Background: an optimization exercise with open tools, aiming at small area, a short achievable clock period and few clock cycles. Do not read the settings as production practice. Function was checked by simulation only, so behaviour that the tests miss may differ from the original. Power and IR drop assume default switching activity.

==> inputs of 11-11 <==
Design mvuTop, start of the top module:
module mvuTop (
	input  logic                           clk,
	input  logic                           rst,
	input  logic                           wWr,
	input  logic [mvuPkg::FOLD_WIDTH-1:0]  wAddr,
	input  logic [mvuPkg::WTILE_WIDTH-1:0] wData,
	input  logic [mvuPkg::FOLD_WIDTH-1:0]  foldCount,
	input  logic                           aStrobe,
	input  logic [mvuPkg::ATILE_WIDTH-1:0] aData,
	input  logic                           aPad,
	output logic                           outVld,
	output logic [mvuPkg::OUT_WIDTH-1:0]   outData,
	output logic [mvuPkg::LANE_WIDTH-1:0]  outLane,
	output logic                           hold
);
==> module mvuSequencer, before the edit <==
module mvuSequencer (
	input  logic                            clk,
	input  logic                            rst,
	input  logic                            aStrobe,
	input  logic [mvuPkg::ATILE_WIDTH-1:0]  aData,
	input  logic                            aPad,
	input  logic [mvuPkg::FOLD_WIDTH-1:0]   foldCount,
	input  logic                            pop,	 
	output logic [mvuPkg::MAX_FOLD-1:0]     rdSel,	 
	output logic [mvuPkg::ATILE_WIDTH-1:0]  a0,	 
	output logic [mvuPkg::ATILE_WIDTH-1:0]  a1,	 
	output logic                            last,
	output logic                            hold
);
	logic [FOLD_WIDTH-1:0] pos;	 
	logic [MAX_FOLD-1:0]   posOH;	 
	logic [FOLD_WIDTH-1:0] fcR;	 
	logic [CNT_WIDTH-1:0]  cnt;	 
	logic                  atEnd;
	logic                  closing;
	logic [FOLD_WIDTH-1:0] posNext;
	logic [CNT_WIDTH-1:0]  cntNext;
	assign atEnd = (pos == foldCount);
	assign closing = aStrobe && atEnd;
	assign posNext = aStrobe ? (atEnd ? '0 : pos + 1'b1) : pos;
	assign cntNext = cnt + CNT_WIDTH'(closing) - CNT_WIDTH'(pop);
	logic mayLast;
	logic cntFull;
	assign mayLast = aStrobe ? (atEnd || ((pos + 1'b1) == foldCount))
	                         : ((pos == '0) || (pos == fcR));
	assign cntFull = closing ? (pop ? (cnt >= CNT_WIDTH'(HOLD_CNT)) : (cnt >= CNT_WIDTH'(HOLD_CNT - 1)))
	                         : (pop ? (cnt >= CNT_WIDTH'(HOLD_CNT + 1)) : (cnt >= CNT_WIDTH'(HOLD_CNT)));
	always_ff @(posedge clk) begin
		if (rst) begin
			pos <= '0;
			posOH <= MAX_FOLD'(1);
			fcR <= '0;
			cnt <= '0;
			hold <= 1'b0;
		end else begin
			pos <= posNext;
			if (aStrobe)
				posOH <= atEnd ? MAX_FOLD'(1) : {posOH[MAX_FOLD-2:0], 1'b0};
			if (aStrobe)
				fcR <= foldCount;
			cnt <= cntNext;
			hold <= cntFull && mayLast;
		end
	end
	assign rdSel = posOH;
	always_ff @(posedge clk) begin
		if (rst) begin
			last <= 1'b0;
		end else begin
			last <= closing;
		end
	end
	mvuAreg aReg0_i (.clk(clk), .en(aStrobe && !aPad), .d(aData), .q(a0));
	mvuAreg aReg1_i (.clk(clk), .en(aStrobe && !aPad), .d(aData), .q(a1));
endmodule
==> module resultFifo, before the edit <==
module resultFifo (
	input  logic                          clk,
	input  logic                          rst,
	input  logic                          push,
	input  logic [mvuPkg::QRES_WIDTH-1:0] pushData,
	output logic                          pop,
	output logic                          outVld,
	output logic [mvuPkg::OUT_WIDTH-1:0]  outData,
	output logic [mvuPkg::LANE_WIDTH-1:0] outLane
);
	logic [QRES_WIDTH-1:0] mem [FIFO_DEPTH];
	logic [PTR_WIDTH-1:0]  wrPtr;
	logic [PTR_WIDTH-1:0]  rdPtr;
	logic                  wrPh;	 
	logic                  rdPh;
	logic [LANE_WIDTH-1:0] lane;
	logic                  empty;
	assign empty = (wrPtr == rdPtr) && (wrPh == rdPh);
	assign pop = !empty && (lane == 2'd3);
	always_ff @(posedge clk) begin
		if (push)
			mem[wrPtr] <= pushData;
	end
	always_ff @(posedge clk) begin
		if (rst) begin
			wrPtr <= '0;
			rdPtr <= '0;
			wrPh <= 1'b0;
			rdPh <= 1'b0;
			lane <= '0;
			outVld <= 1'b0;
		end else begin
			if (push) begin
				wrPtr <= (wrPtr == PTR_WIDTH'(FIFO_DEPTH - 1)) ? '0 : wrPtr + 1'b1;
				if (wrPtr == PTR_WIDTH'(FIFO_DEPTH - 1))
					wrPh <= !wrPh;
			end
			if (pop) begin
				rdPtr <= (rdPtr == PTR_WIDTH'(FIFO_DEPTH - 1)) ? '0 : rdPtr + 1'b1;
				if (rdPtr == PTR_WIDTH'(FIFO_DEPTH - 1))
					rdPh <= !rdPh;
			end
			if (!empty)
				lane <= lane + 1'b1;
			outVld <= !empty;
		end
	end
	always_ff @(posedge clk) begin
		outData <= mem[rdPtr][lane*8 +: 8];
		outLane <= lane;
	end
endmodule
==> module mvuTop, before the edit <==
module mvuTop (
	input  logic                           clk,
	input  logic                           rst,
	input  logic                           wWr,
	input  logic [mvuPkg::FOLD_WIDTH-1:0]  wAddr,
	input  logic [mvuPkg::WTILE_WIDTH-1:0] wData,
	input  logic [mvuPkg::FOLD_WIDTH-1:0]  foldCount,
	input  logic                           aStrobe,
	input  logic [mvuPkg::ATILE_WIDTH-1:0] aData,
	input  logic                           aPad,
	output logic                           outVld,
	output logic [mvuPkg::OUT_WIDTH-1:0]   outData,
	output logic [mvuPkg::LANE_WIDTH-1:0]  outLane,
	output logic                           hold
);
	logic [MAX_FOLD-1:0]    rdSel;
	logic [WTILE_WIDTH-1:0] rdData;
	logic [ATILE_WIDTH-1:0] a0;
	logic [ATILE_WIDTH-1:0] a1;
	logic                   last;
	logic                   vld;
	logic [QRES_WIDTH-1:0]  q;
	logic                   pop;
	weightMem weightMem_i (
		.clk    (clk),
		.wWr    (wWr),
		.wAddr  (wAddr),
		.wData  (wData),
		.rdSel  (rdSel),
		.rdData (rdData)
	);
	mvuSequencer mvuSequencer_i (
		.clk       (clk),
		.rst       (rst),
		.aStrobe   (aStrobe),
		.aData     (aData),
		.aPad      (aPad),
		.foldCount (foldCount),
		.pop       (pop),
		.rdSel     (rdSel),
		.a0        (a0),
		.a1        (a1),
		.last      (last),
		.hold      (hold)
	);
	mvuCore mvuCore_i (
		.clk  (clk),
		.rst  (rst),
		.last (last),
		.w    (rdData),
		.a0   (a0),
		.a1   (a1),
		.vld  (vld),
		.q    (q)
	);
	resultFifo resultFifo_i (
		.clk      (clk),
		.rst      (rst),
		.push     (vld),
		.pushData (q),
		.pop      (pop),
		.outVld   (outVld),
		.outData  (outData),
		.outLane  (outLane)
	);
endmodule
Settings: LEC_CHECK=0, CAP_MARGIN=20, CORE_MARGIN=2, CORE_UTILIZATION=40, CTS_CLUSTER_DIAMETER=90, CTS_CLUSTER_SIZE=30, SETUP_SLACK_MARGIN=3.4, SLEW_MARGIN=20, SYNTH_HIERARCHICAL=1, SYNTH_MINIMUM_KEEP_SIZE=0; clock period 6.0 ns.
standard.sh (not shown) runs the stock make flow with config.mk's settings and CLKGATE_MAP_FILE= SYNTH_SCRIPT=/design/flow/synth_recipe.tcl, a recipe that flattens the netlist after the stock synthesis.
==> flow/flow/run.sh <==
#!/bin/bash
# The standard layout, with plain buffers on the ports instead of the
# delay cells buffer_ports picks by default.
set -euo pipefail
export BUFFER_PORTS_ARGS="-buffer_cell sky130_fd_sc_hd__buf_2"
bash standard.sh > standard.log 2>&1
==> 12-09 (differences from 11-11) <==
--- a/flow/design.v
+++ b/flow/design.v
@@ -14,3 +14,3 @@
 	localparam int unsigned HOLD_CNT = FIFO_DEPTH + 1;
-	localparam int unsigned CNT_WIDTH = $clog2(HOLD_CNT + 1);	 
+	localparam int unsigned CNT_WIDTH = $clog2(HOLD_CNT + 3);	 
 	localparam int unsigned WTILE_WIDTH = PE * SIMD * WEIGHT_WIDTH;
@@ -55,2 +55,3 @@
 	input  logic                            pop,	 
+	input  logic                            twoPops,	 
 	output logic [mvuPkg::MAX_FOLD-1:0]     rdSel,	 
@@ -77,4 +78,8 @@
 	                         : ((pos == '0) || (pos == fcR));
-	assign cntFull = closing ? (pop ? (cnt >= CNT_WIDTH'(HOLD_CNT)) : (cnt >= CNT_WIDTH'(HOLD_CNT - 1)))
-	                         : (pop ? (cnt >= CNT_WIDTH'(HOLD_CNT + 1)) : (cnt >= CNT_WIDTH'(HOLD_CNT)));
+	logic cntFull1, cntFull2;
+	assign cntFull1 = closing ? (pop ? (cnt >= CNT_WIDTH'(HOLD_CNT)) : (cnt >= CNT_WIDTH'(HOLD_CNT - 1)))
+	                          : (pop ? (cnt >= CNT_WIDTH'(HOLD_CNT + 1)) : (cnt >= CNT_WIDTH'(HOLD_CNT)));
+	assign cntFull2 = closing ? (pop ? (cnt >= CNT_WIDTH'(HOLD_CNT + 1)) : (cnt >= CNT_WIDTH'(HOLD_CNT)))
+	                          : (pop ? (cnt >= CNT_WIDTH'(HOLD_CNT + 2)) : (cnt >= CNT_WIDTH'(HOLD_CNT + 1)));
+	assign cntFull = twoPops ? cntFull2 : cntFull1;
 	always_ff @(posedge clk) begin
@@ -2555,3 +2560,4 @@
 	output logic [mvuPkg::OUT_WIDTH-1:0]  outData,
-	output logic [mvuPkg::LANE_WIDTH-1:0] outLane
+	output logic [mvuPkg::LANE_WIDTH-1:0] outLane,
+	output logic                          twoPops	 
 );
@@ -2564,2 +2570,14 @@
 	logic                  empty;
+	logic [PTR_WIDTH:0]    occ;	 
+	logic [PTR_WIDTH:0]    occNext;
+	logic [LANE_WIDTH-1:0] laneNext;
+	assign occNext = occ + (PTR_WIDTH+1)'(push) - (PTR_WIDTH+1)'(pop);
+	assign laneNext = empty ? lane : lane + 1'b1;
+	always_ff @(posedge clk) begin
+		if (rst)
+			occ <= '0;
+		else
+			occ <= occNext;
+	end
+	assign twoPops = (occNext >= (PTR_WIDTH+1)'(2)) && (laneNext == 2'd3);
 	assign empty = (wrPtr == rdPtr) && (wrPh == rdPh);
@@ -2624,2 +2642,3 @@
 	logic                   pop;
+	logic                   twoPops;
 	weightMem weightMem_i (
@@ -2640,2 +2659,3 @@
 		.pop       (pop),
+		.twoPops   (twoPops),
 		.rdSel     (rdSel),
@@ -2662,2 +2682,3 @@
 		.pop      (pop),
+		.twoPops  (twoPops),
 		.outVld   (outVld),
--- a/flow/config.mk
+++ b/flow/config.mk
@@ -10,4 +10,4 @@
 export CORE_UTILIZATION = 40
-export CTS_CLUSTER_DIAMETER = 90
-export CTS_CLUSTER_SIZE = 30
+export CTS_CLUSTER_DIAMETER = 100
+export CTS_CLUSTER_SIZE = 24
 export SETUP_SLACK_MARGIN = 3.4
==> comparison <==
In 11-11 the synthesized area is smaller than in 12-09, by about 0.33%.
In 12-09 the cell area is larger than in 11-11, by about 0.8%.
In 11-11 the combinational power is smaller than in 12-09, by about 3%.
Sequential power is about the same in 12-09 and 11-11.
Against 11-11, the maximum frequency of 12-09 is lower by 13%.
Between 11-11 and 12-09, the lower register-to-register slack is in 12-09 (gap 0.37 ns).
Cell count: 11-11 is smaller than 12-09 (about 1%).
Testbench counts of 11-11, summed over its fixed seeds: cycles 9,915.
Testbench counts of 12-09, summed over its fixed seeds: cycles 9,881.

[re-timing with driven ports]
The flow's constraints put no driver on any port. The routed layouts listed below were extracted and timed again, unchanged, in two steps. Step 1: set_driving_cell puts a clkbuf_16 on clk and a buf_2 on each other input, an assumption about the parent block. Step 2 adds t to the input delays and takes it off the output delays; t is the mean of the earliest and latest rising clock arrival at the registers after step 1. Input paths then give back, and output paths get back, about the clock's delay inside the block. Slacks: no drivers / after step 1 / after step 2; pairs: no drivers / after step 1.
run	shift t [ns]	setup WS [ns]	slew at the worst register clock pin (ns)
11-11	0.788	3.462 / 3.462 / 2.838	0.12 / 0.12
12-09	0.804	3.093 / 3.093 / 2.942	0.10 / 0.10
After both steps every run listed still meets setup and hold. The setup slack of 11-11, which loses most, moves by 0.000 ns with the drivers and by -0.624 ns with both steps.
